What follows belongs to an exercise in optimizing a design on an open flow for small area, a short achievable clock period and few clock cycles per item; a production flow would make more cautious choices.
Only simulation tests tie the RTL to the original design; equivalence was not proved.
Power and IR drop assume default switching activity.

==> delta <==
Design env_step_top, start of the top module:
module env_step_top (
    input  wire         i_clk,
    input  wire         i_rstn,
    input  wire  [31:0] i_mem_rdata,
    output logic [5:0]  o_mem_addr,
    output logic [31:0] o_mem_wdata,
    output logic        o_mem_we
);
export LEC_CHECK = 0
export CAP_MARGIN = 20
export CORE_MARGIN = 2
export CORE_UTILIZATION = 40
export CTS_CLUSTER_DIAMETER = 80
export CTS_CLUSTER_SIZE = 30
export SETUP_SLACK_MARGIN = 3.0
export SLEW_MARGIN = 20
create_clock -name core_clock -period 4.5 [get_ports {i_clk}]
standard.sh (not shown) runs the stock make flow with config.mk's settings and CLKGATE_MAP_FILE= SYNTH_SCRIPT=/design/flow/synth_recipe.tcl, a recipe that flattens the netlist after the stock synthesis.
==> flow/flow/run.sh <==
#!/bin/bash
# Standard synthesis, then the standard layout steps with resizing not tied to cell footprints.
set -euo pipefail
bash standard.sh synth > synth.log 2>&1
bash standard.sh MATCH_CELL_FOOTPRINT=0 finish > layout.log 2>&1
==> inputs of xenon, as changes to delta <==
--- a/flow/design.v
+++ b/flow/design.v
@@ -20,58 +20,63 @@
     localparam logic [3:0] S_WRITE   = 4'd4;  
     localparam logic [3:0] S_RWD     = 4'd5;
     localparam logic [3:0] S_DONE    = 4'd6;
     localparam logic [3:0] S_CLEAR   = 4'd0;
     localparam logic [3:0] S_RA      = 4'd8;   
     localparam logic [3:0] S_RB      = 4'd9;   
     localparam logic [3:0] S_RESTART = 4'd10;  
     logic [31:0] ring [16];
-    logic [15:0] pv;        
+    logic [15:0] v1;        
     logic [31:0] w;         
     logic [15:0] ad;        
     logic [15:0] oh;        
     logic [15:0] oh_nxt;    
+    logic [15:0] oh_nxt2;   
     logic        act_q;     
     logic        w_step_q;  
     logic        verify_q;  
     logic [3:0]  ph;
     logic [3:0]  st;
     logic [3:0]  cnt;
     logic        loaded;    
     logic        ins;       
     logic [5:0]  addr_q;
     logic        we_q;
     assign o_mem_addr  = addr_q;
     assign o_mem_wdata = w;
     assign o_mem_we    = we_q;
-    function automatic logic [15:0] step16(input logic [15:0] x, input logic a);
-        logic [15:0] y;
-        y = x ^ {16{~a}};
-        for (int i = 0; i < 16; i++) step16[i] = y[i] ^ (&(y | ~((16'd1 << i) - 16'd1))) ^ ~a;
+    function automatic logic [15:0] inc16(input logic [15:0] x);
+        for (int i = 0; i < 16; i++) inc16[i] = x[i] ^ (&(x | ~((16'd1 << i) - 16'd1)));
     endfunction
-    logic [15:0]        vel_n, pos_n;
+    function automatic logic [15:0] dec16(input logic [15:0] x);
+        for (int i = 0; i < 16; i++) dec16[i] = x[i] ^ (&(~x | ~((16'd1 << i) - 16'd1)));
+    endfunction
+    logic               act;   
+    logic [15:0]        pos_n;
     logic signed [15:0] wpos;
     logic               wdone;
-    logic               flag_set, reload, mismatch, keep, load_ad;
+    logic               flag_set, reload, mismatch, keep;
+    logic               load_ad;   
     logic [15:0]        ad_n;
     logic [31:0]        rwd_word, w_other;
     always_comb begin
-        for (int i = 0; i < 16; i++) oh[i]     = (ph == 4'(i));
-        for (int i = 0; i < 16; i++) oh_nxt[i] = (ph == 4'((i + 15) % 16));
-    end
-    assign vel_n = step16(ring[0][15:0], act_q);
-    assign pos_n = step16(pv, act_q);
+        for (int i = 0; i < 16; i++) begin
+            oh[i]      = oh_nxt[(i + 1) % 16];
+            oh_nxt2[i] = oh_nxt[(i + 15) % 16];
+        end
+    end
+    assign act   = load_ad ? |(oh_nxt & i_mem_rdata[15:0]) : act_q;
+    assign pos_n = ring[0][31:16] + v1;
     assign wpos  = w[31:16];
     assign wdone = (wpos > 16'sd1000) || (wpos < -16'sd1000);
     assign flag_set = (i_mem_rdata != '0);
     assign reload   = (i_mem_rdata == 32'd2) || !loaded;
     assign mismatch = verify_q && (i_mem_rdata[15:0] != ad);
     assign keep     = (st == S_WRITE) && !mismatch;  
-    assign load_ad  = (st == S_POLLF) || (st == S_LOAD && cnt == 4'd0) || (st == S_RB);
     always_comb begin
         ad_n = ad;
         for (int i = 0; i < 16; i++) begin
             if (st == S_WRITE && oh[(i + 1) % 16]) ad_n[i] = wdone;
         end
     end
     always_comb begin
         rwd_word = '0;
@@ -81,21 +86,22 @@
         if (st == S_WRITE)    w_other = rwd_word;
         else if (st == S_RWD) w_other = {16'd0, ad};
         else                  w_other = '0;
     end
     always_ff @(posedge i_clk) begin
         for (int j = 0; j < 16; j++) ring[j] <= ring[(j + 1) % 16];
         if (ins)  ring[1]  <= i_mem_rdata;
         if (keep) ring[14] <= w;
-        pv <= ring[1][31:16] + ring[1][15:0];
+        v1 <= act ? inc16(ring[1][15:0]) : dec16(ring[1][15:0]);
+        act_q <= |(oh_nxt2 & (load_ad ? i_mem_rdata[15:0] : ad));
+        for (int i = 0; i < 16; i++) oh_nxt[i] <= (ph == 4'((i + 14) % 16));
         if (load_ad) ad <= i_mem_rdata[15:0];
         else         ad <= ad_n;
-        act_q <= |(oh_nxt & (load_ad ? i_mem_rdata[15:0] : ad));
-        if (w_step_q) w <= {pos_n, vel_n};
+        if (w_step_q) w <= {pos_n, v1};
         else          w <= w_other;
     end
     logic [3:0] st_n;
     logic [3:0] cnt_n;
     logic [5:0] addr_n;
     logic       we_n;
     always_comb begin
         st_n   = st;
@@ -173,16 +179,17 @@
                 addr_n = ACT_ADDR;
             end
         endcase
     end
     always_ff @(posedge i_clk) begin
         cnt      <= cnt_n;
         addr_q   <= addr_n;
         ins      <= (st == S_LOAD);
+        load_ad  <= (st_n == S_POLLF) || (st_n == S_LOAD && cnt_n == 4'd0) || (st_n == S_RB);
         verify_q <= (st == S_POLLA) && flag_set && !reload;
         w_step_q <= !((st == S_WRITE && cnt >= 4'd14) || st == S_RWD);
     end
     always_ff @(posedge i_clk or negedge i_rstn) begin
         if (!i_rstn) begin
             st     <= S_CLEAR;
             ph     <= '0;
             loaded <= 1'b0;
==> flow/run.sh (new file) <==
#!/bin/bash
# synth_recipe.tcl (not shown) runs the flow's synth.tcl, then flattens the netlist and writes it again
# the make line also repeats each setting of config.mk as NAME=value (left out here)
make -C /OpenROAD-flow-scripts/flow DESIGN_CONFIG=/design/flow/config.mk WORK_HOME=/design/flow/orfs CLKGATE_MAP_FILE= SYNTH_SCRIPT=/design/flow/synth_recipe.tcl finish
- ABC_AREA: unset -> 1
- CORE_UTILIZATION: 40 -> 50
- SETUP_SLACK_MARGIN: 3.0 -> 2.5
removed: flow/flow/run.sh
removed: flow/standard.sh
==> inputs of amber, as changes to delta <==
--- a/flow/design.v
+++ b/flow/design.v
@@ -20,58 +20,63 @@
     localparam logic [3:0] S_WRITE   = 4'd4;  
     localparam logic [3:0] S_RWD     = 4'd5;
     localparam logic [3:0] S_DONE    = 4'd6;
     localparam logic [3:0] S_CLEAR   = 4'd0;
     localparam logic [3:0] S_RA      = 4'd8;   
     localparam logic [3:0] S_RB      = 4'd9;   
     localparam logic [3:0] S_RESTART = 4'd10;  
     logic [31:0] ring [16];
-    logic [15:0] pv;        
+    logic [15:0] v1;        
     logic [31:0] w;         
     logic [15:0] ad;        
     logic [15:0] oh;        
     logic [15:0] oh_nxt;    
+    logic [15:0] oh_nxt2;   
     logic        act_q;     
     logic        w_step_q;  
     logic        verify_q;  
     logic [3:0]  ph;
     logic [3:0]  st;
     logic [3:0]  cnt;
     logic        loaded;    
     logic        ins;       
     logic [5:0]  addr_q;
     logic        we_q;
     assign o_mem_addr  = addr_q;
     assign o_mem_wdata = w;
     assign o_mem_we    = we_q;
-    function automatic logic [15:0] step16(input logic [15:0] x, input logic a);
-        logic [15:0] y;
-        y = x ^ {16{~a}};
-        for (int i = 0; i < 16; i++) step16[i] = y[i] ^ (&(y | ~((16'd1 << i) - 16'd1))) ^ ~a;
+    function automatic logic [15:0] inc16(input logic [15:0] x);
+        for (int i = 0; i < 16; i++) inc16[i] = x[i] ^ (&(x | ~((16'd1 << i) - 16'd1)));
     endfunction
-    logic [15:0]        vel_n, pos_n;
+    function automatic logic [15:0] dec16(input logic [15:0] x);
+        for (int i = 0; i < 16; i++) dec16[i] = x[i] ^ (&(~x | ~((16'd1 << i) - 16'd1)));
+    endfunction
+    logic               act;   
+    logic [15:0]        pos_n;
     logic signed [15:0] wpos;
     logic               wdone;
-    logic               flag_set, reload, mismatch, keep, load_ad;
+    logic               flag_set, reload, mismatch, keep;
+    logic               load_ad;   
     logic [15:0]        ad_n;
     logic [31:0]        rwd_word, w_other;
     always_comb begin
-        for (int i = 0; i < 16; i++) oh[i]     = (ph == 4'(i));
-        for (int i = 0; i < 16; i++) oh_nxt[i] = (ph == 4'((i + 15) % 16));
-    end
-    assign vel_n = step16(ring[0][15:0], act_q);
-    assign pos_n = step16(pv, act_q);
+        for (int i = 0; i < 16; i++) begin
+            oh[i]      = oh_nxt[(i + 1) % 16];
+            oh_nxt2[i] = oh_nxt[(i + 15) % 16];
+        end
+    end
+    assign act   = load_ad ? |(oh_nxt & i_mem_rdata[15:0]) : act_q;
+    assign pos_n = ring[0][31:16] + v1;
     assign wpos  = w[31:16];
     assign wdone = (wpos > 16'sd1000) || (wpos < -16'sd1000);
     assign flag_set = (i_mem_rdata != '0);
     assign reload   = (i_mem_rdata == 32'd2) || !loaded;
     assign mismatch = verify_q && (i_mem_rdata[15:0] != ad);
     assign keep     = (st == S_WRITE) && !mismatch;  
-    assign load_ad  = (st == S_POLLF) || (st == S_LOAD && cnt == 4'd0) || (st == S_RB);
     always_comb begin
         ad_n = ad;
         for (int i = 0; i < 16; i++) begin
             if (st == S_WRITE && oh[(i + 1) % 16]) ad_n[i] = wdone;
         end
     end
     always_comb begin
         rwd_word = '0;
@@ -81,21 +86,22 @@
         if (st == S_WRITE)    w_other = rwd_word;
         else if (st == S_RWD) w_other = {16'd0, ad};
         else                  w_other = '0;
     end
     always_ff @(posedge i_clk) begin
         for (int j = 0; j < 16; j++) ring[j] <= ring[(j + 1) % 16];
         if (ins)  ring[1]  <= i_mem_rdata;
         if (keep) ring[14] <= w;
-        pv <= ring[1][31:16] + ring[1][15:0];
+        v1 <= act ? inc16(ring[1][15:0]) : dec16(ring[1][15:0]);
+        act_q <= |(oh_nxt2 & (load_ad ? i_mem_rdata[15:0] : ad));
+        for (int i = 0; i < 16; i++) oh_nxt[i] <= (ph == 4'((i + 14) % 16));
         if (load_ad) ad <= i_mem_rdata[15:0];
         else         ad <= ad_n;
-        act_q <= |(oh_nxt & (load_ad ? i_mem_rdata[15:0] : ad));
-        if (w_step_q) w <= {pos_n, vel_n};
+        if (w_step_q) w <= {pos_n, v1};
         else          w <= w_other;
     end
     logic [3:0] st_n;
     logic [3:0] cnt_n;
     logic [5:0] addr_n;
     logic       we_n;
     always_comb begin
         st_n   = st;
@@ -173,16 +179,17 @@
                 addr_n = ACT_ADDR;
             end
         endcase
     end
     always_ff @(posedge i_clk) begin
         cnt      <= cnt_n;
         addr_q   <= addr_n;
         ins      <= (st == S_LOAD);
+        load_ad  <= (st_n == S_POLLF) || (st_n == S_LOAD && cnt_n == 4'd0) || (st_n == S_RB);
         verify_q <= (st == S_POLLA) && flag_set && !reload;
         w_step_q <= !((st == S_WRITE && cnt >= 4'd14) || st == S_RWD);
     end
     always_ff @(posedge i_clk or negedge i_rstn) begin
         if (!i_rstn) begin
             st     <= S_CLEAR;
             ph     <= '0;
             loaded <= 1'b0;
==> flow/run.sh (new file) <==
#!/bin/bash
# synth_recipe.tcl (not shown) runs the flow's synth.tcl, then flattens the netlist and writes it again
# the make line also repeats each setting of config.mk as NAME=value (left out here)
make -C /OpenROAD-flow-scripts/flow DESIGN_CONFIG=/design/flow/config.mk WORK_HOME=/design/flow/orfs CLKGATE_MAP_FILE= SYNTH_SCRIPT=/design/flow/synth_recipe.tcl finish
- ABC_AREA: unset -> 1
- SETUP_SLACK_MARGIN: 3.0 -> 2.3
removed: flow/flow/run.sh
removed: flow/standard.sh
==> inputs of sierra, as changes to delta <==
--- a/flow/design.v
+++ b/flow/design.v
@@ -20,58 +20,63 @@
     localparam logic [3:0] S_WRITE   = 4'd4;  
     localparam logic [3:0] S_RWD     = 4'd5;
     localparam logic [3:0] S_DONE    = 4'd6;
     localparam logic [3:0] S_CLEAR   = 4'd0;
     localparam logic [3:0] S_RA      = 4'd8;   
     localparam logic [3:0] S_RB      = 4'd9;   
     localparam logic [3:0] S_RESTART = 4'd10;  
     logic [31:0] ring [16];
-    logic [15:0] pv;        
+    logic [15:0] v1;        
     logic [31:0] w;         
     logic [15:0] ad;        
     logic [15:0] oh;        
     logic [15:0] oh_nxt;    
+    logic [15:0] oh_nxt2;   
     logic        act_q;     
     logic        w_step_q;  
     logic        verify_q;  
     logic [3:0]  ph;
     logic [3:0]  st;
     logic [3:0]  cnt;
     logic        loaded;    
     logic        ins;       
     logic [5:0]  addr_q;
     logic        we_q;
     assign o_mem_addr  = addr_q;
     assign o_mem_wdata = w;
     assign o_mem_we    = we_q;
-    function automatic logic [15:0] step16(input logic [15:0] x, input logic a);
-        logic [15:0] y;
-        y = x ^ {16{~a}};
-        for (int i = 0; i < 16; i++) step16[i] = y[i] ^ (&(y | ~((16'd1 << i) - 16'd1))) ^ ~a;
+    function automatic logic [15:0] inc16(input logic [15:0] x);
+        for (int i = 0; i < 16; i++) inc16[i] = x[i] ^ (&(x | ~((16'd1 << i) - 16'd1)));
     endfunction
-    logic [15:0]        vel_n, pos_n;
+    function automatic logic [15:0] dec16(input logic [15:0] x);
+        for (int i = 0; i < 16; i++) dec16[i] = x[i] ^ (&(~x | ~((16'd1 << i) - 16'd1)));
+    endfunction
+    logic               act;   
+    logic [15:0]        pos_n;
     logic signed [15:0] wpos;
     logic               wdone;
-    logic               flag_set, reload, mismatch, keep, load_ad;
+    logic               flag_set, reload, mismatch, keep;
+    logic               load_ad;   
     logic [15:0]        ad_n;
     logic [31:0]        rwd_word, w_other;
     always_comb begin
-        for (int i = 0; i < 16; i++) oh[i]     = (ph == 4'(i));
-        for (int i = 0; i < 16; i++) oh_nxt[i] = (ph == 4'((i + 15) % 16));
-    end
-    assign vel_n = step16(ring[0][15:0], act_q);
-    assign pos_n = step16(pv, act_q);
+        for (int i = 0; i < 16; i++) begin
+            oh[i]      = oh_nxt[(i + 1) % 16];
+            oh_nxt2[i] = oh_nxt[(i + 15) % 16];
+        end
+    end
+    assign act   = load_ad ? |(oh_nxt & i_mem_rdata[15:0]) : act_q;
+    assign pos_n = ring[0][31:16] + v1;
     assign wpos  = w[31:16];
     assign wdone = (wpos > 16'sd1000) || (wpos < -16'sd1000);
     assign flag_set = (i_mem_rdata != '0);
     assign reload   = (i_mem_rdata == 32'd2) || !loaded;
     assign mismatch = verify_q && (i_mem_rdata[15:0] != ad);
     assign keep     = (st == S_WRITE) && !mismatch;  
-    assign load_ad  = (st == S_POLLF) || (st == S_LOAD && cnt == 4'd0) || (st == S_RB);
     always_comb begin
         ad_n = ad;
         for (int i = 0; i < 16; i++) begin
             if (st == S_WRITE && oh[(i + 1) % 16]) ad_n[i] = wdone;
         end
     end
     always_comb begin
         rwd_word = '0;
@@ -79,23 +84,24 @@
     end
     always_comb begin
         if (st == S_WRITE)    w_other = rwd_word;
         else if (st == S_RWD) w_other = {16'd0, ad};
         else                  w_other = '0;
     end
     always_ff @(posedge i_clk) begin
         for (int j = 0; j < 16; j++) ring[j] <= ring[(j + 1) % 16];
-        if (ins)  ring[1]  <= i_mem_rdata;
-        if (keep) ring[14] <= w;
-        pv <= ring[1][31:16] + ring[1][15:0];
+        if (ins)       ring[14] <= i_mem_rdata;
+        else if (keep) ring[14] <= w;
+        v1 <= act ? inc16(ring[1][15:0]) : dec16(ring[1][15:0]);
+        act_q <= |(oh_nxt2 & (load_ad ? i_mem_rdata[15:0] : ad));
+        for (int i = 0; i < 16; i++) oh_nxt[i] <= (ph == 4'((i + 14) % 16));
         if (load_ad) ad <= i_mem_rdata[15:0];
         else         ad <= ad_n;
-        act_q <= |(oh_nxt & (load_ad ? i_mem_rdata[15:0] : ad));
-        if (w_step_q) w <= {pos_n, vel_n};
+        if (w_step_q) w <= {pos_n, v1};
         else          w <= w_other;
     end
     logic [3:0] st_n;
     logic [3:0] cnt_n;
     logic [5:0] addr_n;
     logic       we_n;
     always_comb begin
         st_n   = st;
@@ -113,30 +119,28 @@
             end
             S_POLLA: begin
                 if (!flag_set) begin
                     st_n   = S_POLLF;
                     addr_n = FLAG_ADDR;
                 end else if (reload) begin
                     st_n   = S_LOAD;
                     cnt_n  = '0;
-                    addr_n = {2'b00, ph + 4'd4};
+                    addr_n = {2'b00, ph + 4'd1};
                 end else begin
                     st_n   = S_WRITE;
                     cnt_n  = '0;
                     addr_n = OBS_ADDR + {2'b00, ph};
                     we_n   = 1'b1;
                 end
             end
             S_LOAD: begin
-                addr_n = {2'b00, ph + 4'd4};
+                addr_n = {2'b00, ph + 4'd1};
                 if (cnt == 4'd15) begin
-                    st_n   = S_WRITE;
-                    addr_n = OBS_ADDR + {2'b00, ph};
-                    we_n   = 1'b1;
+                    st_n = S_RESTART;  
                 end
             end
             S_RA: begin
                 st_n = S_RB;
             end
             S_RB: begin
                 st_n = S_RESTART;
             end
@@ -173,16 +177,17 @@
                 addr_n = ACT_ADDR;
             end
         endcase
     end
     always_ff @(posedge i_clk) begin
         cnt      <= cnt_n;
         addr_q   <= addr_n;
         ins      <= (st == S_LOAD);
+        load_ad  <= (st_n == S_POLLF) || (st_n == S_LOAD && cnt_n == 4'd0) || (st_n == S_RB);
         verify_q <= (st == S_POLLA) && flag_set && !reload;
         w_step_q <= !((st == S_WRITE && cnt >= 4'd14) || st == S_RWD);
     end
     always_ff @(posedge i_clk or negedge i_rstn) begin
         if (!i_rstn) begin
             st     <= S_CLEAR;
             ph     <= '0;
             loaded <= 1'b0;
==> flow/run.sh (new file) <==
#!/bin/bash
# synth_recipe.tcl (not shown) runs the flow's synth.tcl, then flattens the netlist and writes it again
# the make line also repeats each setting of config.mk as NAME=value (left out here)
make -C /OpenROAD-flow-scripts/flow DESIGN_CONFIG=/design/flow/config.mk WORK_HOME=/design/flow/orfs CLKGATE_MAP_FILE= SYNTH_SCRIPT=/design/flow/synth_recipe.tcl finish
- ABC_AREA: unset -> 1
- CORE_UTILIZATION: 40 -> 60
- SETUP_SLACK_MARGIN: 3.0 -> 2.4
removed: flow/flow/run.sh
removed: flow/standard.sh
==> insert_results.sql <==
INSERT INTO impl_metrics (metric_group, metric, value, unit) VALUES
('clocking', 'cts_buffers', '25', ''),
('clocking', 'clock_latency_late_sink', '0.60', 'ns'),
('finish', 'signal_buffers', '211', ''),
('outcome', 'run_status', 'timing/DRC/antenna clean', ''),
('finish', 'fin_nets', '1539', ''),
('placed_design', 'dp_hpwl', '23510', 'microns'),
('worst_setup_path', 'setup.reg_to_reg.worst_slack', '2.32', 'ns'),
('worst_setup_path', 'setup.worst_path.start_class', 'register', ''),
('sta', 'final.min_clock_period', '2.183', 'ns'),
('drt', 'drt_iter0_drc', '583', '');
-- figures above: delta

==> insert_results.sql <==
INSERT INTO impl_metrics (metric_group, metric, value, unit) VALUES
('outcome', 'run_status', 'timing/DRC/antenna clean', ''),
('power', 'p_seq_frac', '0.625', ''),
('worst_setup_path', 'cp_cell_sequence', 'clkdlybuf4s50_1 > inv_2 > o21ai_0 > nor3_2 > nand3_2 > nand2_4 > buf_4 > buf_4 > xor2_1', ''),
('worst_setup_path', 'setup.reg_to_reg.worst_slack', '2.43', 'ns'),
('grt', 'grt_overflow', '0', ''),
('finish', 'signal_buffers', '93', ''),
('drt', 'detail_route.vias_per_cell', '4.626', ''),
('drt', 'drt_iter0_drc', '788', ''),
('drt', 'post_drt_wl_per_cell', '16.43', 'microns'),
('yosys', 'main_combinational_cell_family_by_area_after_synthesis', 'simple AND/OR/NAND/NOR gates', ''),
('sta', 'final.min_clock_period', '2.199', 'ns'),
('clocking', 'clock_latency_late_sink', '0.58', 'ns'),
('worst_setup_path', 'crit_slowest_cell', 'clkdlybuf4s50_1', ''),
('finish', 'largest_reg_flops', '512', ''),
('clocking', 'cts_buffers', '26', ''),
('finish', 'fin_nets', '1721', ''),
('placed_design', 'dp_hpwl', '24700', 'microns');
-- figures above: amber

==> insert_results.sql <==
INSERT INTO impl_metrics (metric_group, metric, value, unit) VALUES
('finish', 'signal_buffers', '104', ''),
('outcome', 'run_status', 'timing/DRC/antenna clean', ''),
('clocking', 'clock_latency_late_sink', '0.58', 'ns'),
('sta', 'rsz0062_at_grt', 'false', ''),
('clocking', 'cts_buffers', '24', ''),
('drt', 'drt_iter0_drc', '902', ''),
('sta', 'final.min_clock_period', '2.064', 'ns'),
('worst_setup_path', 'setup.reg_to_reg.worst_slack', '2.51', 'ns'),
('finish', 'fin_nets', '1744', '');
-- figures above: sierra

==> insert_results.sql <==
INSERT INTO impl_metrics (metric_group, metric, value, unit) VALUES
('sta', 'finalClockSkew', '0.02186', 'ns'),
('placed_design', 'dp_hpwl', '23130', 'microns'),
('sta', 'final.min_clock_period', '1.988', 'ns'),
('power', 'p_leak', '0.008981', 'uW'),
('finish', 'signal_buffers', '107', ''),
('worst_setup_path', 'setup.reg_to_reg.worst_slack', '2.53', 'ns'),
('worst_setup_path', 'setup.worst_path.start_class', 'register', ''),
('drt', 'drt_iter0_drc', '606', ''),
('sta', 'fin_ws', '2.512', 'ns'),
('outcome', 'run_status', 'timing/DRC/antenna clean', ''),
('clocking', 'clock_latency_late_sink', '0.58', 'ns'),
('finish', 'non_clock_inverters', '136', ''),
('finish', 'largest_reg_flops', '512', ''),
('yosys', 'synth.distinct_cells', '45', ''),
('finish', 'fin_nets', '1737', ''),
('finish', 'non_clock_buffer_share', '0.04570', ''),
('sta', 'rsz0062_at_grt', 'true', '');
-- figures above: xenon

Testbench counts of delta, summed over its fixed seeds: cycles 38,280, steps 1,600.
Testbench counts of xenon, summed over its fixed seeds: cycles 38,280, steps 1,600.
Testbench counts of amber, summed over its fixed seeds: cycles 38,280, steps 1,600.
Testbench counts of sierra, summed over its fixed seeds: cycles 38,473, steps 1,600.

port drivers added, routing unchanged:
In the flow no input, the clock included, has a driving cell. The finished layouts below were timed again as built, in two steps. Step 1 sets driving cells, clkbuf_16 on the clock port and buf_2 on the other inputs (assumed; they add their load-dependent delay and slew). Step 2 also shifts input and output timing later by t, the mid clock arrival at the registers, as if the neighbouring blocks saw the same clock. a / b / c = ideal / step 1 / step 2; a / b = the first two.
run	t, ns	setup slack, ns	hold WS [ns]	cell pins on the clock port's net
delta	0.632	2.317 / 2.317 / 1.759	0.318 / 0.318 / 0.318	1
xenon	0.618	2.512 / 2.458 / 1.990	0.313 / 0.313 / 0.313	1
amber	0.625	2.301 / 2.286 / 1.667	0.323 / 0.323 / 0.323	1
sierra	0.615	2.436 / 2.383 / 1.973	0.328 / 0.328 / 0.328	1
After both steps every run listed still meets setup and hold. The setup slack of amber, which loses most, moves by -0.015 ns with the drivers and by -0.634 ns with both steps.
